What follows belongs to an exercise in optimizing a design on an open flow for small area, a short achievable clock period and few clock cycles per item; a production flow would make more cautious choices.
Where RTL was checked, it was by simulation tests only, not by an equivalence proof against the original.
Only the layout flow was run in run 4; the RTL was not checked for function there.

==> flow/design.v, too long to show whole: its modules and the start of the top module <==
// module nn_ctrl: 128 lines
// module nn_operand_store: 56 lines
// module nn_mac_lane: 67 lines
// module nn_mul_add: 383 lines
// module nn_booth_enc: 26 lines
// module nn_hidden_layer: 40 lines
// module nn_output_neuron: 30 lines
// module nn_sum3: 166 lines
// module nn_top: 94 lines
module nn_top #(
  parameter int data_w = 16,
  parameter int frac_w = 8
) (
  input  wire                clk,
  input  wire                rst_n,
  input  wire                in_valid_w1,
  input  wire                in_valid_w2,
  input  wire                in_valid_d,
  input  wire  [data_w-1:0]  weight1,
  input  wire  [data_w-1:0]  weight2,
  input  wire  [data_w-1:0]  data_point,
  output logic               out_valid,
  output logic [data_w-1:0]  out
);
  // ...
==> flow/flow/run.sh <==
#!/bin/bash
set -euo pipefail
M=7.0
B="-buffer_cell sky130_fd_sc_hd__buf_2"
R=orfs/results/sky130hd/nn_top/base
bash standard.sh SETUP_SLACK_MARGIN=$M "BUFFER_PORTS_ARGS=$B" synth > synth_flow.log 2>&1
cp $R/1_2_yosys.v $R/1_2_yosys_orig.v
python3 flow/fa_polarity.py $R/1_2_yosys_orig.v $R/1_2_yosys_fapol.v > fa_polarity.log 2>&1
python3 flow/out_adder.py $R/1_2_yosys_fapol.v $R/1_2_yosys_oadd.v > out_adder.log 2>&1
cp $R/1_2_yosys_oadd.v $R/1_2_yosys.v
rm -f $R/1_synth.odb $R/1_synth.sdc
bash standard.sh SETUP_SLACK_MARGIN=$M "BUFFER_PORTS_ARGS=$B" finish > standard_flow.log 2>&1
==> flow/flow/fa_polarity.py <==
#!/usr/bin/env python3
"""Remove inverters around full-adder cells by choosing each full adder's
polarity: a full adder with all three inputs inverted gives both outputs
inverted, so FA(~a,~b,~c) = (~s, ~co). Rewrites a Yosys-written netlist of
standard cells; registers and all other cells are left as they are.

usage: fa_polarity.py in.v out.v"""
import re, sys

INV = re.compile(r"sky130_fd_sc_hd__(inv|clkinv)_\d+$")
FA = re.compile(r"sky130_fd_sc_hd__fa_\d+$")

src = open(sys.argv[1]).read()
m = re.search(r"^module .*?;\n", src, re.S | re.M)
cell_re = re.compile(r"^  (sky130_fd_sc_hd__\w+) (\S+)\s+\((.*?)\n  \);\n", re.S | re.M)
pin_re = re.compile(r"\.(\w+)\((.*?)\)(?:,|\s*$)", re.M)

cells = []
for cm in cell_re.finditer(src):
    typ, name, body = cm.group(1), cm.group(2), cm.group(3)
    pins = [(p, n.strip()) for p, n in pin_re.findall(body)]
    cells.append([typ, name, pins, cm.start(), cm.end()])

OUTS = {"X", "Y", "Q", "Q_N", "SUM", "COUT", "HI", "LO"}
ports_out = set()
for pm in re.finditer(r"^  output (?:\[(\d+):(\d+)\] )?(\S+);", src, re.M):
    if pm.group(1):
        for i in range(int(pm.group(2)), int(pm.group(1)) + 1):
            ports_out.add(f"{pm.group(3)}[{i}]")
    else:
        ports_out.add(pm.group(3))

driver = {}
for ci, c in enumerate(cells):
    for p, n in c[2]:
        if p in OUTS:
            driver[n] = (ci, p)

def is_inv(ci):
    return INV.match(cells[ci][0]) is not None

# removable inverters: not driving a port
inv_out = {}
for ci, c in enumerate(cells):
    if is_inv(ci):
        a = dict(c[2])["A"]; y = dict(c[2])["Y"]
        if y not in ports_out:
            inv_out[y] = a

def base(n):
    pol = 0
    while n in inv_out:
        n = inv_out[n]; pol ^= 1
    return n, pol

fa_ids = [ci for ci, c in enumerate(cells) if FA.match(c[0])]
fa_set = set(fa_ids)
# consumers: (cell index, pin, base net, polarity needed w.r.t. true base signal)
cons = {}      # base -> list of [ci, pin, pol]
for ci, c in enumerate(cells):
    if ci in inv_out.values():
        pass
    if is_inv(ci) and dict(c[2])["Y"] in inv_out:
        continue
    for p, n in c[2]:
        if p in OUTS:
            continue
        b, pol = base(n)
        cons.setdefault(b, []).append([ci, p, pol])
# port outputs driven directly by a net also count as consumers (fixed)
flip = {ci: 0 for ci in fa_ids}
out_of = {}    # base net -> FA index if driven by an FA output
for ci in fa_ids:
    for p, n in cells[ci][2]:
        if p in ("SUM", "COUT"):
            out_of[n] = ci

def need_inv(b):
    """1 if some consumer of base b needs the polarity the wire lacks."""
    wire_pol = flip.get(out_of.get(b), 0) if b in out_of else 0
    for ci, p, pol in cons.get(b, []):
        q = pol ^ (flip[ci] if ci in fa_set else 0)
        if q != wire_pol:
            return 1
    return 0

def nets_of(ci):
    s = set()
    for p, n in cells[ci][2]:
        if p in OUTS:
            s.add(n)
        else:
            s.add(base(n)[0])
    return s

total = sum(need_inv(b) for b in cons)
print(f"fa_polarity: {len(fa_ids)} full adders, {sum(1 for c in range(len(cells)) if is_inv(c))} inverters, {total} needed before", file=sys.stderr)
changed = True
it = 0
while changed and it < 50:
    changed = False; it += 1
    for ci in fa_ids:
        ns = nets_of(ci)
        before = sum(need_inv(b) for b in ns)
        flip[ci] ^= 1
        after = sum(need_inv(b) for b in ns)
        if after < before:
            changed = True
        else:
            flip[ci] ^= 1
total = sum(need_inv(b) for b in cons)
print(f"fa_polarity: {sum(flip.values())} flipped, {total} inverters needed after", file=sys.stderr)

# rewrite: wire of base b carries b ^ wire_pol; make an inverted copy where needed
new_pins = {ci: dict(c[2]) for ci, c in enumerate(cells)}
extra = []
k = 0
for b, lst in cons.items():
    wire_pol = flip.get(out_of.get(b), 0) if b in out_of else 0
    inv_net = None
    for ci, p, pol in lst:
        q = pol ^ (flip[ci] if ci in fa_set else 0)
        if q == wire_pol:
            new_pins[ci][p] = b
        else:
            if inv_net is None:
                k += 1
                inv_net = f"_fapol_{k}_"
                extra.append((b, inv_net, k))
            new_pins[ci][p] = inv_net

def esc(n):
    return n + " " if n.startswith("\\") else n

drop = set(ci for ci, c in enumerate(cells) if is_inv(ci) and dict(c[2])["Y"] in inv_out)
out = []
pos = 0
for ci, c in enumerate(cells):
    out.append(src[pos:c[3]])
    pos = c[4]
    if ci in drop:
        continue
    pins = c[2]
    body = ",\n".join(f"    .{p}({esc(new_pins[ci][p])})" for p, _ in pins)
    out.append(f"  {c[0]} {c[1]} (\n{body}\n  );\n")
tail = src[pos:]
ins = "".join(f"  sky130_fd_sc_hd__inv_1 _fapol_inv_{k}_ (\n    .A({esc(b)}),\n    .Y({n})\n  );\n" for b, n, k in extra)
decl = "".join(f"  wire {n};\n" for b, n, k in extra)
text = "".join(out)
# declare new wires after the module header's port declarations
hdr_end = text.index("\n", text.index("module ")) + 1
text = text[:hdr_end] + decl + text[hdr_end:]
tail = tail.replace("endmodule", ins + "endmodule", 1)
open(sys.argv[2], "w").write(text + tail)
==> flow/flow/out_adder.py <==
#!/usr/bin/env python3
"""Replace the logic between the output registers u_output.x / u_output.y
and the out port (out = x + y, 16 bits) by a Sklansky adder built from
standard cells. Checks that the replaced logic is exactly the cone of out
from those registers. usage: out_adder.py in.v out.v"""
import re, sys

W = 16
src = open(sys.argv[1]).read()
cell_re = re.compile(r"^  (sky130_fd_sc_hd__\w+) (\S+)\s+\((.*?)\n  \);\n", re.S | re.M)
pin_re = re.compile(r"\.(\w+)\((.*?)\)(?:,|\s*$)", re.M)
OUTS = {"X", "Y", "Q", "Q_N", "SUM", "COUT", "HI", "LO"}
SEQ = re.compile(r"sky130_fd_sc_hd__(df|edf|sdf|dl)")

cells = []
for cm in cell_re.finditer(src):
    pins = [(p, n.strip()) for p, n in pin_re.findall(cm.group(3))]
    cells.append([cm.group(1), cm.group(2), pins, cm.start(), cm.end()])
driver = {}
loads = {}
for ci, c in enumerate(cells):
    for p, n in c[2]:
        if p in OUTS:
            driver[n] = ci
        else:
            loads.setdefault(n, []).append(ci)

xs = [f"\\u_output.x[{k}]" for k in range(W)]
ys = [f"\\u_output.y[{k}]" for k in range(W)]
outs = [f"out[{k}]" for k in range(W)]
leaves = set(xs) | set(ys)
cone = set()
stack = list(outs)
seen = set()
while stack:
    n = stack.pop()
    if n in seen or n in leaves:
        continue
    seen.add(n)
    ci = driver.get(n)
    if ci is None:
        sys.exit(f"out_adder: {n} has no driver inside the netlist")
    if SEQ.match(cells[ci][0]):
        sys.exit(f"out_adder: cone reaches register {cells[ci][1]}")
    if ci in cone:
        continue
    cone.add(ci)
    for p, m in cells[ci][2]:
        if p not in OUTS:
            stack.append(m)
# nets made inside the cone must not be used outside it
for ci in cone:
    for p, n in cells[ci][2]:
        if p in OUTS:
            for l in loads.get(n, []):
                if l not in cone and n not in outs:
                    sys.exit(f"out_adder: {n} is used outside the adder")
for n in leaves:
    if not any(n == m for ci in cone for p, m in cells[ci][2]):
        sys.exit(f"out_adder: {n} does not reach out")

# Kogge-Stone adder
new = []
wires = []
k = [0]
def cell(typ, **pins):
    k[0] += 1
    name = f"_oadd_{k[0]}_"
    body = ",\n".join(f"    .{p}({n + ' ' if n.startswith(chr(92)) else n})" for p, n in pins.items())
    new.append(f"  sky130_fd_sc_hd__{typ} {name} (\n{body}\n  );\n")
def wire(nm):
    wires.append(f"  wire {nm};\n")
    return nm
g = {}; t = {}
for i in range(W):
    g[i] = wire(f"_oadd_g0_{i}_"); t[i] = wire(f"_oadd_p0_{i}_")
    cell("and2_1", A=xs[i], B=ys[i], X=g[i])
    cell("xor2_1", A=xs[i], B=ys[i], X=t[i])
p0 = dict(t)
d = 1; lvl = 0
while d < W:
    # Sklansky: bit i joins the last bit of the block below it
    lvl += 1
    ng = dict(g); nt = dict(t)
    for i in range(W):
        if (i // d) % 2 == 1:
            j = (i // d) * d - 1
            ng[i] = wire(f"_oadd_g{lvl}_{i}_")
            cell("a21o_1", A1=t[i], A2=g[j], B1=g[i], X=ng[i])
            if j - (j // d) * d + 1 < j + 1 and (i // d) * d - d > 0:
                nt[i] = wire(f"_oadd_p{lvl}_{i}_")
                cell("and2_1", A=t[i], B=t[j], X=nt[i])
    g, t = ng, nt
    d *= 2
cell("buf_1", A=p0[0], X=outs[0])
for i in range(1, W):
    cell("xor2_1", A=p0[i], B=g[i - 1], X=outs[i])

drop = cone
out = []
pos = 0
for ci, c in enumerate(cells):
    out.append(src[pos:c[3]])
    pos = c[4]
    if ci in drop:
        continue
    out.append(src[c[3]:c[4]])
tail = src[pos:].replace("endmodule", "".join(new) + "endmodule", 1)
text = "".join(out)
hdr_end = text.index("\n", text.index("module ")) + 1
text = text[:hdr_end] + "".join(wires) + text[hdr_end:]
open(sys.argv[2], "w").write(text + tail)
print(f"out_adder: replaced {len(cone)} cells by {len(new)}", file=sys.stderr)
==> flow/standard.sh <==
#!/bin/bash
# synth_recipe.tcl (not shown) runs the flow's synth.tcl, then flattens the netlist and writes it again
# the make line also repeats each setting of config.mk as NAME=value (left out here)
make -C /OpenROAD-flow-scripts/flow DESIGN_CONFIG=/design/flow/config.mk WORK_HOME=/design/flow/orfs CLKGATE_MAP_FILE= SYNTH_SCRIPT=/design/flow/synth_recipe.tcl "${@:-finish}"
==> flow/config.mk <==
export PLATFORM = sky130hd
export DESIGN_NAME = nn_top
export DESIGN_NICKNAME = nn_top
export VERILOG_FILES = /design/flow/design.v
export SDC_FILE = /design/flow/constraint.sdc
export NUM_CORES = 4
export LEC_CHECK = 0
export CAP_MARGIN = 20
export CORE_MARGIN = 2
export CORE_UTILIZATION = 40
export PLACE_DENSITY = 0.75
export SLEW_MARGIN = 20
==> flow/constraint.sdc <==
create_clock -name core_clock -period 12.0 [get_ports {clk}]
set_input_delay 2.4000 -clock core_clock [delete_from_list [all_inputs] [get_ports {clk}]]
set_output_delay 2.4000 -clock core_clock [all_outputs]
set_load 0.01 [all_outputs]
==> impl_table.tex, run 1 <==
\begin{tabular}{lr}
\hline
Metric & Value \\
\hline
\multicolumn{2}{l}{\textbf{Outcome}} \\
Outcome & timing/DRC/antenna clean \\
\multicolumn{2}{l}{\textbf{Worst setup path}} \\
Buffers plus inverters on the worst setup path & 3 \\
Worst Setup Path Type & reg2reg \\
Cell-by-cell listing of the critical path & o21ai\_2 > xor2\_1 > buf\_4 > buf\_4 > fa\_1 > inv\_1 > fa\_1 > fa\_1 > fa\_1 > ha\_1 > a21o\_1 > a21o\_1 > a221o\_1 > o31ai\_4 > xnor2\_1 > o21ai\_0 \\
CP dominant cell by count & fa\_1 \\
Number of cells on the critical path & 16 \\
Reg2reg setup slack & slightly above 7 ns \\
CP Capture Point & u\_hidden.g\_lane[0].u\_lane.m[15] \\
Cell family with most CP delay & adder cells \\
\multicolumn{2}{l}{\textbf{Floorplan}} \\
Core Rows & 110 \\
Die footprint & between 90000 and 100000 um2 \\
\multicolumn{2}{l}{\textbf{STA}} \\
Worst Clk Skew & about 0.033 ns \\
Final max-slew violation count & 0 \\
Worst Hold Margin & $\sim$0.42 ns \\
\multicolumn{2}{l}{\textbf{Layout}} \\
N\_diodes & 2 \\
Fraction of standard cell area in multi-input logic & between 50\% and 60\% \\
Share of final-layout standard cells stronger than drive strength 1 & 14.2\% \\
Share of the core filled with cells & between 40\% and 50\% \\
Non-clk bufs & approximately 140 \\
Top reg by flops & u\_store.w1 \\
Multi-input gate area in the final layout & 20900 um2 \\
Number of non-filler instances in the completed layout & $\sim$4.3k \\
Leading cell types in the layout, fill and taps excluded & a22oi\_1, xnor2\_1, fa\_1, edfxtp\_1, xor2\_1 \\
\multicolumn{2}{l}{\textbf{Clock tree}} \\
TritonCTS clock tree & yes \\
Number of sinks handled by clock tree synthesis & about 540 \\
\multicolumn{2}{l}{\textbf{Synth}} \\
Post-synth design cell area & around 36000 um2 \\
Average footprint of a synthesized cell & roughly 12 um2 \\
\multicolumn{2}{l}{\textbf{GRT}} \\
Global Route met2 Usage & a little under a third \\
Initial antenna violation count & 4 \\
Most used routing layer in global routing & met2 \\
\multicolumn{2}{l}{\textbf{Routing}} \\
Post-detailed-route via-to-cell ratio & about 5.7 \\
Routed length on met2 & about 44000 um \\
DRC Markers & 0 \\
Pre-antenna DRT Iters & 10 \\
\multicolumn{2}{l}{\textbf{Placement}} \\
Routability Congestion & approximately 1.0 \\
Port Buf Inserts & 69 \\
Area post-placement & 37200 um2 \\
\multicolumn{2}{l}{\textbf{Worst hold path}} \\
Type of the most critical hold path & reg2reg \\
\hline
\end{tabular}
Testbench counts, summed over its fixed seeds: cycles 22,400, inferences 3,200.
==> run 2, diff against run 1 <==
--- a/flow/config.mk
+++ b/flow/config.mk
@@ -8,5 +8,6 @@
 export CAP_MARGIN = 20
 export CORE_MARGIN = 2
 export CORE_UTILIZATION = 40
+export CTS_BUF_LIST = sky130_fd_sc_hd__clkbuf_8 sky130_fd_sc_hd__clkbuf_16
 export PLACE_DENSITY = 0.75
 export SLEW_MARGIN = 20
==> impl_table.tex, run 2 <==
\begin{tabular}{lr}
\hline
Metric & Value \\
\hline
\multicolumn{2}{l}{\textbf{Layout}} \\
Top reg by flops & u\_store.w1 \\
Fill count & between 7k and 8k \\
Layout-stage area growth over the synthesis result & 11.6\% \\
Nets@finish & $\sim$3.6k \\
Largest register FFs & 192 \\
Multi-input gate area in the final layout & 20900 um2 (unchanged) \\
Post-route cell area & roughly 40000 um2 \\
Share of final-layout standard cells stronger than drive strength 1 & 14.3\% (+0.032 points) \\
Leading cell types in the layout, fill and taps excluded & a22oi\_1, xnor2\_1, fa\_1, edfxtp\_1, inv\_1 \\
Registers with the highest flip-flop counts & u\_store.w1 x192, u\_store.d x64 \\
Sequential cell area & about 14000 um2 \\
Commonest non-fill, non-tap cell in the layout & a22oi\_1 \\
\multicolumn{2}{l}{\textbf{Outcome}} \\
Outcome & timing/DRC/antenna clean \\
\multicolumn{2}{l}{\textbf{GRT}} \\
Via count of the first global-routing pass & between 20k and 25k \\
First-pass GRT wire length & approximately 150000 um \\
Overall overflow remaining after global route & 0 \\
Pin count of the biggest net entering global routing & roughly 120 \\
Global-route usage over all layers & 20.9\% \\
Initial antenna violation count & 4 (unchanged) \\
\multicolumn{2}{l}{\textbf{Worst setup path}} \\
Worst Setup Path Type & reg2reg \\
Worst r2r dst & u\_hidden.g\_lane[0].u\_lane.m[15] \\
CP Capture Point & u\_hidden.g\_lane[0].u\_lane.m[15] \\
Launching element type of the critical path & flip-flop \\
Crit path required time & roughly 12 ns \\
Start point of the critical path & u\_hidden.g\_lane[0].u\_lane.two[0] \\
Launch instance of the worst register-to-register path & u\_hidden.g\_lane[0].u\_lane.two[0] \\
Worst-path maximum fanout & 16 \\
Reg2reg setup slack & 7.05 ns (about the same) \\
Type of element capturing the critical path & flip-flop \\
Logic depth of the worst register-to-register path & 16 \\
Worst endpoint data arrival time & around 5.4 ns \\
\multicolumn{2}{l}{\textbf{Routing}} \\
DRT iter0 DRCs & 3308 \\
Total wire length & 98700 um \\
DRT antenna net count & 0 \\
DRC Markers & 0 (unchanged) \\
Total vias in the final route & 24.7k \\
Pre-antenna DRT Iters & 9 (-1) \\
Detail-routed net length per standard cell & approximately 23 um \\
Post-detailed-route via-to-cell ratio & 5.73 (+0.11\%) \\
\multicolumn{2}{l}{\textbf{Placement}} \\
Area post-placement & 37200 um2 (unchanged) \\
Post-detailed-placement half-perimeter wirelength & slightly above 70000 um \\
Routability Congestion & 0.996 (unchanged) \\
Placement-stage worst setup slack & around 6.5 ns \\
Port Buf Inserts & 69 (unchanged) \\
\multicolumn{2}{l}{\textbf{STA}} \\
Achievable Freq & roughly 200 MHz \\
Worst path setup slack after routing & slightly above 7 ns \\
Time the worst path needs with I/O delays and setup & between 4 and 5 ns \\
Transition at the pin with the smallest max-transition slack & about 1.1 ns \\
Count of final hold-check violations & 0 \\
Unrepaired setup endpoints after global routing & true \\
Setup violations, final & 0 \\
Period utilisation layout & about two fifths \\
Setup tns final & 0 ns \\
Slew HR & a little under a quarter \\
Final max-slew violation count & 0 (unchanged) \\
Worst Clk Skew & 0.0326 ns (-0.000681 ns) \\
\multicolumn{2}{l}{\textbf{Floorplan}} \\
Die footprint & 92600 um2 (unchanged) \\
Initial Utilization & a little over 40\% \\
Height of the die & slightly above 300 um \\
Number of top-level pins & 70 \\
Area of the placeable core & between 80000 and 90000 um2 \\
Core Rows & 110 (unchanged) \\
Chip width & a little over 300 um \\
\multicolumn{2}{l}{\textbf{Synth}} \\
Post-synth design cell area & 36100 um2 (unchanged) \\
Syn Inst Count & 3123 \\
Synthesis Warnings & 6 \\
Average footprint of a synthesized cell & 11.6 um2 (unchanged) \\
Net count after synthesis & between 3k and 4k \\
\multicolumn{2}{l}{\textbf{Flow run}} \\
Number of max-cap violations & 0 \\
\multicolumn{2}{l}{\textbf{Clock tree}} \\
Largest buffer count on any clock path & 3 \\
Depth of the CTS H-tree & 2 \\
Number of buffers created by CTS & 54 \\
Number of sinks handled by clock tree synthesis & 535 (unchanged) \\
Reg clk slew, reported paths & $\sim$0.060 ns \\
Clk Latency, worst-skew pair & about 0.64 ns \\
Clock tree root driver cell & clkbuf\_16 \\
TritonCTS clock tree & yes \\
\multicolumn{2}{l}{\textbf{Worst hold path}} \\
Type of the most critical hold path & reg2reg \\
\hline
\end{tabular}
run 2: final cells by class:
cell class / instances / area share (%)
multi-input cells: 2169 / 51.9
flip-flops and latches: 535 / 35.8
clock buffers: 62 / 3.68
well taps: 1176 / 3.65
repair buffers: 138 / 2.27
inverters: 188 / 1.81
clock inverters: 40 / 0.926
diodes: 2 / 0.0124
run 2: timing repair:
action / in CTS / in global routing
hold endpoints to repair: 0 / 0
setup buffers: 12 / 35
gates cloned: 0 / 0
hold buffers: 0 / 0
endpoints found under the setup margin: 73 / 59
pin swaps: 4 / 46
gates resized for setup: 128 / 159
run 2: per-stage QoR:
stage / hold WS, ns / utilization (%) / std cells
floorplan: 0.400 / - / 3123
global placement: 0.401 / 41.4 / 4158
global route: 0.428 / 44.9 / 4308
finish: 0.418 / 44.9 / 4310
detailed placement: 0.406 / 41.4 / 4158
CTS: 0.419 / 43.9 / 4272
run 2: layer usage:
layer  part of all wire [%]  global-route usage [%]  wire length [um]  up-vias
li1                       -                       -                 -    10800
met1                     40                    28.4             39200    12300
met2                     45                    31.8             44500     1357
met3                    9.8                    4.09              9690      251
met4                    5.4                    10.7              5360        4
met5                  0.023                       0                23        -
run 2: how the worst min path moves through the flow:
| stage | from | to | cells after the start | slack [ns] |
|---|---|---|---|---|
| 2_1_floorplan | u_store.d[16] | u_store.d[0] | 0 | 0.40 |
| 3_3_place_gp | u_store.d[34] | u_store.d[18] | 0 | 0.40 |
| 3_5_place_dp | u_store.d[39] | u_store.d[23] | 0 | 0.41 |
| 4_1_cts | u_store.d[26] | u_store.d[10] | 0 | 0.42 |
| 5_1_grt | u_store.d[25] | u_store.d[9] | 0 | 0.43 |
| 6_report | u_store.d[26] | u_store.d[10] | 0 | 0.42 |
run 2: worst max-delay path, stage by stage, from the launching register on:
cell     delay [ns]
dfxtp_4        0.47
o21ai_2        0.08
xor2_1         0.18
buf_4          0.16
buf_4          0.12
fa_1           0.52
inv_1          0.07
fa_1           0.46
fa_1           0.54
fa_1           0.49
ha_1           0.38
a21o_1         0.19
a21o_1         0.19
a221o_1        0.43
o31ai_4        0.26
xnor2_1        0.17
o21ai_0        0.10
==> run 3, diff against run 2 <==
--- a/flow/config.mk
+++ b/flow/config.mk
@@ -8,6 +8,7 @@
 export CAP_MARGIN = 20
 export CORE_MARGIN = 2
 export CORE_UTILIZATION = 40
-export CTS_BUF_LIST = sky130_fd_sc_hd__clkbuf_8 sky130_fd_sc_hd__clkbuf_16
+export CTS_CLUSTER_DIAMETER = 60
+export CTS_CLUSTER_SIZE = 30
 export PLACE_DENSITY = 0.75
 export SLEW_MARGIN = 20
==> impl_table.tex, run 3 <==
\begin{tabular}{lr}
\hline
Metric & Value \\
\hline
\multicolumn{2}{l}{\textbf{Floorplan}} \\
Height of the die & 304 um (unchanged) \\
Die footprint & 92600 um2 (unchanged) \\
Initial Utilization & 40.2\% (unchanged) \\
Chip width & 304 um (unchanged) \\
Area of the placeable core & 89700 um2 (unchanged) \\
Number of top-level pins & 70 (unchanged) \\
Core Rows & 110 (unchanged) \\
\multicolumn{2}{l}{\textbf{Clock tree}} \\
Number of buffers created by CTS & 37 (-31\%) \\
Number of sinks handled by clock tree synthesis & 535 (unchanged) \\
TritonCTS clock tree & yes \\
Reg clk slew, reported paths & 0.09 ns (+0.03 ns) \\
Number of hold-repair buffers added at the cts stage & 0 (unchanged) \\
Clock tree root driver cell & clkbuf\_16 \\
Largest buffer count on any clock path & 3 (unchanged) \\
Clk Latency, worst-skew pair & 0.60 ns (-0.04 ns) \\
Depth of the CTS H-tree & 2 (unchanged) \\
\multicolumn{2}{l}{\textbf{Synth}} \\
Syn Inst Count & 3123 (unchanged) \\
Synthesis Warnings & 6 (unchanged) \\
Average footprint of a synthesized cell & 11.6 um2 (unchanged) \\
Net count after synthesis & 3648 (unchanged) \\
Post-synth design cell area & 36100 um2 (unchanged) \\
\multicolumn{2}{l}{\textbf{Worst setup path}} \\
Worst Setup Path Type & reg2reg \\
Worst endpoint data arrival time & 5.40 ns (-0.03 ns) \\
Type of element capturing the critical path & flip-flop \\
Worst-path maximum fanout & 15 (-1) \\
Crit path required time & 12.45 ns (-0.04 ns) \\
Launching element type of the critical path & flip-flop \\
\multicolumn{2}{l}{\textbf{Layout}} \\
Leading cell types in the layout, fill and taps excluded & a22oi\_1, xnor2\_1, edfxtp\_1 \\
Layout-stage area growth over the synthesis result & 11.1\% \\
Largest register FFs & 192 (unchanged) \\
Commonest non-fill, non-tap cell in the layout & a22oi\_1 \\
Nets@finish & 3620 (+0.25\%) \\
Share of final-layout standard cells stronger than drive strength 1 & 14.9\% (+0.68 points) \\
Sequential cell area & 14400 um2 (+0.11\%) \\
Fill count & 8008 (+0.21\%) \\
Top reg by flops & u\_store.w1 \\
Number of non-filler instances in the completed layout & 4301 (-0.21\%) \\
Registers with the highest flip-flop counts & u\_store.w1 x192, u\_store.d x64 \\
Multi-input gate area in the final layout & 21000 um2 (+0.52\%) \\
\multicolumn{2}{l}{\textbf{Routing}} \\
DRT antenna net count & 0 (unchanged) \\
Pre-antenna DRT Iters & 9 (unchanged) \\
Post-detailed-route via-to-cell ratio & 5.73 (about the same) \\
Total vias in the final route & 24.6k (-0.22\%) \\
Total wire length & 98500 um (-0.22\%) \\
DRC Markers & 0 (unchanged) \\
Detail-routed net length per standard cell & 22.9 um (about the same) \\
DRT iter0 DRCs & 3274 (-1.0\%) \\
\multicolumn{2}{l}{\textbf{STA}} \\
Period utilisation layout & 41.2\% (about the same) \\
Final max-slew violation count & 0 (unchanged) \\
Setup tns final & 0 ns (unchanged) \\
Time the worst path needs with I/O delays and setup & 4.94 ns (-0.00318 ns) \\
Unrepaired setup endpoints after global routing & true \\
Count of final hold-check violations & 0 (unchanged) \\
Slew HR & 27.4\% (+4.0 points) \\
Setup violations, final & 0 (unchanged) \\
Worst Clk Skew & 0.0281 ns (-0.00442 ns) \\
Achievable Freq & 202 MHz (about the same) \\
Worst Hold Margin & 0.424 ns (+0.00606 ns) \\
Transition at the pin with the smallest max-transition slack & 1.06 ns (-0.0881 ns) \\
\multicolumn{2}{l}{\textbf{Placement}} \\
Routability Congestion & 0.996 (unchanged) \\
Port Buf Inserts & 69 (unchanged) \\
Cell count after placement & 4158 (unchanged) \\
Post-detailed-placement half-perimeter wirelength & 71500 um (unchanged) \\
\multicolumn{2}{l}{\textbf{GRT}} \\
Global-route usage over all layers & 20.8\% (-0.083 points) \\
Pin count of the biggest net entering global routing & 118 (unchanged) \\
Global Route met2 Usage & 31.9\% (+0.14 points) \\
Fraction of met3 tracks used by global routing & 4.16\% (+0.070 points) \\
Met1 demand-to-capacity share in global routing & 28.2\% (-0.23 points) \\
Via count of the first global-routing pass & 24.5k (-0.93\%) \\
Overall overflow remaining after global route & 0 (unchanged) \\
First-pass GRT wire length & 150000 um (-0.29\%) \\
Most used routing layer in global routing & met2 \\
Initial antenna violation count & 3 (-1) \\
\multicolumn{2}{l}{\textbf{Worst hold path}} \\
Type of the most critical hold path & reg2reg \\
\multicolumn{2}{l}{\textbf{Flow run}} \\
Number of max-cap violations & 0 (unchanged) \\
\multicolumn{2}{l}{\textbf{Outcome}} \\
Outcome & timing/DRC/antenna clean \\
\hline
\end{tabular}
-- run 3: cell types whose count changed in the layout (fill, tap and decap cells not counted), moves of 6 or more --
cell	before	now
dfxtp_4	79	86
inv_1	188	177
clkinv_2	13	0
fa_2	21	27
dfxtp_2	30	22
fa_1	304	298
inv_6	0	6
clkbuf_16	56	39
buf_4	63	85
-- run 3: what timing repair did --
item,CTS,global route
setup buffers,11,63
pin swaps,5,54
setup endpoints to repair,72,61
resized for setup,124,193
-- run 3: metrics by stage --
stage	cell area, um2	worst slack, ns	util [%]
floorplan	36100	6.99	-
CTS	38900	6.93	43.3
global placement	37200	6.53	41.4
global route	40100	6.88	44.6
detailed placement	37200	6.46	41.4
finish	40100	7.06	44.7
-- run 3: final cells by class --
class | instances | area share (%)
multi-input cells | 2169 | 52.4
flip-flops and latches | 535 | 36.0
well taps | 1176 | 3.67
repair buffers | 164 | 2.74
clock buffers | 42 | 2.49
inverters | 188 | 1.82
clock inverters | 26 | 0.881
diodes | 1 | 0.00625
-- run 3: critical path, cell delays in order (launching register included) --
cell     delay (ns)
dfxtp_2        0.65
a22oi_1        0.19
xor2_1         0.18
fa_1           0.50
inv_1          0.07
fa_1           0.42
fa_1           0.49
fa_1           0.48
and2_1         0.18
ha_1           0.31
fa_1           0.39
fa_1           0.52
fa_1           0.42
-- run 3: per-layer routing --
| layer | part of all wire (%) | vias to the layer above |
|---|---|---|
| met3 | 9.8 | 232 |
| li1 | - | 10800 |
| met4 | 5.4 | 6 |
| met5 | 0.030 | - |
| met1 | 40 | 12300 |
| met2 | 45 | 1312 |
-- run 3: worst paths after layout --
path / from / to / slack, ns / cells after the start
worst min register to register: u_store.d[25] / u_store.d[9] / 0.42 / 0
worst min-delay path: u_store.d[25] / u_store.d[9] / 0.42 / 0
worst max register to register: u_hidden.g_lane[1].u_lane.two[4] / u_output.y[12] / 7.06 / 12
min in group asynchronous: rst_n / u_store.w2_ok[1] / 1.94 / 2
worst max-delay path: u_hidden.g_lane[1].u_lane.two[4] / u_output.y[12] / 7.06 / 12
max in group asynchronous: rst_n / u_output.y[4] / 9.40 / 2
==> module nn_operand_store, before the edit <==
module nn_operand_store #(
  parameter int data_w = 16
) (
  input  wire                                         clk,
  input  wire                                         rst_n,
  input  wire                                         in_valid_w1,
  input  wire                                         in_valid_w2,
  input  wire                                         in_valid_d,
  input  wire                                         rot_d,
  input  wire  [data_w-1:0]                           weight1,
  input  wire  [data_w-1:0]                           weight2,
  input  wire  [data_w-1:0]                           data_point,
  output logic [nn_pkg::n_w1-1:0][data_w-1:0]         w1,
  output logic [nn_pkg::n_hid-1:0][data_w-1:0]        w2,
  output logic [nn_pkg::n_in-1:0][data_w-1:0]         d,
  output logic [nn_pkg::n_w1-1:0]                     w1_ok,
  output logic [nn_pkg::n_hid-1:0]                    w2_ok,
  output logic [nn_pkg::n_in-1:0]                     d_ok,
  output logic                                        d3_ok_hold,  
  output logic [data_w-1:0]                           d3_next      
);
  assign d3_next = in_valid_d ? data_point : (rot_d ? d[0] : d[nn_pkg::n_in-1]);
  assign d3_ok_hold = rot_d ? d_ok[0] : d_ok[nn_pkg::n_in-1];
  always_ff @(posedge clk) begin
    if (in_valid_w1) begin
      w1 <= {weight1, w1[nn_pkg::n_w1-1:1]};
    end
  end
  always_ff @(posedge clk) begin
    if (in_valid_w2) begin
      w2 <= {weight2, w2[nn_pkg::n_hid-1:1]};
    end
  end
  always_ff @(posedge clk) begin
    if (in_valid_d || rot_d) begin
      d <= {d3_next, d[nn_pkg::n_in-1:1]};
    end
  end
  always_ff @(posedge clk or negedge rst_n) begin
    if (!rst_n) begin
      w1_ok <= '0;
      w2_ok <= '0;
      d_ok  <= '0;
    end else begin
      if (in_valid_w1) begin
        w1_ok <= {1'b1, w1_ok[nn_pkg::n_w1-1:1]};
      end
      if (in_valid_w2) begin
        w2_ok <= {1'b1, w2_ok[nn_pkg::n_hid-1:1]};
      end
      if (in_valid_d || rot_d) begin
        d_ok <= {(in_valid_d | d_ok[0]), d_ok[nn_pkg::n_in-1:1]};
      end
    end
  end
endmodule
==> run 4, diff against run 3 <==
--- a/flow/design.v
+++ b/flow/design.v
@@ -176,23 +176,31 @@
       d <= {d3_next, d[nn_pkg::n_in-1:1]};
     end
   end
+  logic [3:0] n1;
+  logic [1:0] n2;
   always_ff @(posedge clk or negedge rst_n) begin
     if (!rst_n) begin
-      w1_ok <= '0;
-      w2_ok <= '0;
-      d_ok  <= '0;
+      n1   <= '0;
+      n2   <= '0;
+      d_ok <= '0;
     end else begin
-      if (in_valid_w1) begin
-        w1_ok <= {1'b1, w1_ok[nn_pkg::n_w1-1:1]};
+      if (in_valid_w1 && n1 != 4'(nn_pkg::n_w1)) begin
+        n1 <= n1 + 4'd1;
       end
-      if (in_valid_w2) begin
-        w2_ok <= {1'b1, w2_ok[nn_pkg::n_hid-1:1]};
+      if (in_valid_w2 && n2 != 2'(nn_pkg::n_hid)) begin
+        n2 <= n2 + 2'd1;
       end
       if (in_valid_d || rot_d) begin
         d_ok <= {(in_valid_d | d_ok[0]), d_ok[nn_pkg::n_in-1:1]};
       end
     end
   end
+  for (genvar k = 0; k < nn_pkg::n_w1; k++) begin : g_w1_ok
+    assign w1_ok[k] = (n1 >= 4'(nn_pkg::n_w1 - k));
+  end
+  for (genvar k = 0; k < nn_pkg::n_hid; k++) begin : g_w2_ok
+    assign w2_ok[k] = (n2 >= 2'(nn_pkg::n_hid - k));
+  end
 endmodule
 `default_nettype wire
 `timescale 1ns/1ps
--- a/flow/config.mk
+++ b/flow/config.mk
@@ -8,7 +8,5 @@
 export CAP_MARGIN = 20
 export CORE_MARGIN = 2
 export CORE_UTILIZATION = 40
-export CTS_CLUSTER_DIAMETER = 60
-export CTS_CLUSTER_SIZE = 30
 export PLACE_DENSITY = 0.75
 export SLEW_MARGIN = 20
==> impl_table.tex, run 4 <==
\begin{tabular}{lr}
\hline
Metric & Value \\
\hline
\multicolumn{2}{l}{\textbf{Clock tree}} \\
Number of buffers created by CTS & 54 (+46\%) \\
Reg clk slew, reported paths & 0.06 ns (-0.03 ns) \\
Largest buffer count on any clock path & 3 (unchanged) \\
Number of sinks handled by clock tree synthesis & 526 (-1.7\%) \\
Clk Latency, worst-skew pair & 0.65 ns (+0.05 ns) \\
TritonCTS clock tree & yes \\
Clock tree root driver cell & clkbuf\_16 \\
Depth of the CTS H-tree & 2 (unchanged) \\
\multicolumn{2}{l}{\textbf{Worst setup path}} \\
Launching element type of the critical path & flip-flop \\
Type of element capturing the critical path & flip-flop \\
Crit path required time & 12.50 ns (+0.05 ns) \\
Worst endpoint data arrival time & 5.41 ns (about the same) \\
Worst Setup Path Type & reg2reg \\
Worst-path maximum fanout & 11 (-4) \\
\multicolumn{2}{l}{\textbf{Placement}} \\
Post-detailed-placement half-perimeter wirelength & 71200 um (-0.45\%) \\
Cell count after placement & 4200 (+1.0\%) \\
Routability Congestion & 0.932 (-6.4\%) \\
Placement-stage worst setup slack & 6.23 ns (-0.232 ns) \\
Area post-placement & 37200 um2 (about the same) \\
Port Buf Inserts & 69 (unchanged) \\
\multicolumn{2}{l}{\textbf{Layout}} \\
Nets@finish & 3685 (+1.8\%) \\
Registers with the highest flip-flop counts & u\_store.w1 x192, u\_store.d x64 \\
Largest register FFs & 192 (unchanged) \\
Fill count & 7985 (-0.29\%) \\
Share of final-layout standard cells stronger than drive strength 1 & 15.2\% (+0.20 points) \\
Layout-stage area growth over the synthesis result & 12.1\% \\
Top reg by flops & u\_store.w1 \\
Post-route cell area & 40400 um2 (+0.82\%) \\
Share of the core filled with cells & 45.1\% (+0.43 points) \\
Commonest non-fill, non-tap cell in the layout & a22oi\_1 \\
Leading cell types in the layout, fill and taps excluded & a22oi\_1, xnor2\_1, fa\_1 \\
Number of non-filler instances in the completed layout & 4374 (+1.7\%) \\
\multicolumn{2}{l}{\textbf{Floorplan}} \\
Die footprint & 92500 um2 (about the same) \\
Initial Utilization & 40.2\% (about the same) \\
Area of the placeable core & 89600 um2 (-0.15\%) \\
Core Rows & 110 (unchanged) \\
Number of top-level pins & 70 (unchanged) \\
Height of the die & 304 um (about the same) \\
Chip width & 304 um (about the same) \\
\multicolumn{2}{l}{\textbf{Routing}} \\
Total vias in the final route & 25.1k (+1.8\%) \\
DRC Markers & 0 (unchanged) \\
Detail-routed net length per standard cell & 22.4 um (-2.2\%) \\
Post-detailed-route via-to-cell ratio & 5.73 (about the same) \\
DRT iter0 DRCs & 3129 (-4.4\%) \\
Pre-antenna DRT Iters & 7 (-2) \\
Total wire length & 98000 um (-0.49\%) \\
DRT antenna net count & 0 (unchanged) \\
\multicolumn{2}{l}{\textbf{GRT}} \\
Initial antenna violation count & 5 (+2) \\
Global-route usage over all layers & 20.9\% (+0.11 points) \\
Overall overflow remaining after global route & 0 (unchanged) \\
First-pass GRT wire length & 151000 um (+0.77\%) \\
Via count of the first global-routing pass & 25.2k (+2.9\%) \\
Pin count of the biggest net entering global routing & 73 (-38\%) \\
\multicolumn{2}{l}{\textbf{STA}} \\
Slew HR & 29.5\% (+2.1 points) \\
Count of final hold-check violations & 0 (unchanged) \\
Setup tns final & 0 ns (unchanged) \\
Worst path setup slack after routing & 7.09 ns (+0.0275 ns) \\
Worst Hold Margin & 0.418 ns (-0.00677 ns) \\
Worst Clk Skew & 0.0287 ns (+0.000536 ns) \\
Transition at the pin with the smallest max-transition slack & 1.03 ns (-0.0305 ns) \\
Setup violations, final & 0 (unchanged) \\
Time the worst path needs with I/O delays and setup & 4.91 ns (-0.0275 ns) \\
Final max-slew violation count & 0 (unchanged) \\
Period utilisation layout & 41.0\% (-0.23 points) \\
Unrepaired setup endpoints after global routing & true \\
Achievable Freq & 203 MHz (+0.56\%) \\
\multicolumn{2}{l}{\textbf{Synth}} \\
Synthesis Warnings & 6 (unchanged) \\
Net count after synthesis & 3682 (+0.93\%) \\
Syn Inst Count & 3148 (+0.80\%) \\
Post-synth design cell area & 36000 um2 (about the same) \\
Average footprint of a synthesized cell & 11.5 um2 (-0.88\%) \\
\multicolumn{2}{l}{\textbf{Outcome}} \\
Outcome & timing/DRC/antenna clean \\
\multicolumn{2}{l}{\textbf{Flow run}} \\
Number of max-cap violations & 0 (unchanged) \\
\multicolumn{2}{l}{\textbf{Worst hold path}} \\
Type of the most critical hold path & reg2reg \\
\hline
\end{tabular}
-- run 4: worst max-delay path, stage by stage (launching register included) --
cell	delay (ns)
dfxtp_1	0.67
a22oi_1	0.19
xnor2_1	0.22
fa_1	0.47
fa_1	0.47
fa_1	0.48
fa_1	0.44
and2_1	0.17
ha_1	0.30
fa_1	0.39
fa_1	0.52
fa_1	0.44
-- run 4: final cells by class --
cell class                 instances  area (um2)  area share (%)
multi-input combinational       2218       21200            52.4
antenna                            4        10.0          0.0248
sequential                       526       14100            35.0
clock inverter                    32         373           0.923
inverter                         179         687            1.70
timing repair buffer             172        1150            2.84
clock buffer                      67        1420            3.52
tap                             1176        1470            3.64
-- run 4: repair_timing --
item | in CTS | in global routing
gates resized for setup | 113 | 157
setup endpoints to repair | 57 | 60
buffers inserted | 12 | 58
hold buffers | 0 | 0
pin swaps | 1 | 48
-- run 4: routing by layer --
layer	vias to the layer above	part of all wire, %	GRT usage (%)
met3	225	9.4	3.87
met2	1319	45	32.3
met4	6	5.1	9.67
met1	12500	40	28.6
li1	11000	-	-
met5	-	0.048	0
-- run 4: final timing paths --
kind | depth (start not counted) | end | from | slack [ns]
max in group asynchronous | 2 | u_output.x[3] | rst_n | 9.57
min reg2reg | 0 | u_store.d[31] | u_store.d[47] | 0.42
min | 0 | u_store.d[31] | u_store.d[47] | 0.42
max | 11 | u_output.y[9] | u_hidden.g_lane[0].u_lane.m[13] | 7.09
min in group asynchronous | 2 | u_store.d_ok[1] | rst_n | 1.91
max reg2reg | 11 | u_output.y[9] | u_hidden.g_lane[0].u_lane.m[13] | 7.09

[static timing again, ports no longer ideal]
In the flow no input, the clock included, has a driving cell. The finished layouts below were timed again as built, in two steps.
Step 1 assumes that a clkbuf_16 drives the clock port and a buf_2 every other input.
Step 2 also shifts input and output timing later by t, the mid clock arrival at the registers, as if the neighbouring blocks saw the same clock.
Slacks: ideal / step 1 / step 2; pairs: ideal / step 1.
run | t, ns | setup WS [ns] | hold slack, ns | cell pins on the clock port's net
run 1 | 0.675 | 7.060 / 7.060 / 7.060 | 0.419 / 0.419 / 0.419 | 1
run 2 | 0.674 | 7.054 / 7.054 / 7.054 | 0.418 / 0.418 / 0.418 | 1
run 3 | 0.647 | 7.058 / 7.052 / 7.058 | 0.424 / 0.424 / 0.424 | 1
run 4 | 0.695 | 7.085 / 7.051 / 7.085 | 0.418 / 0.418 / 0.418 | 1
After both steps setup and hold are still met in every run listed.
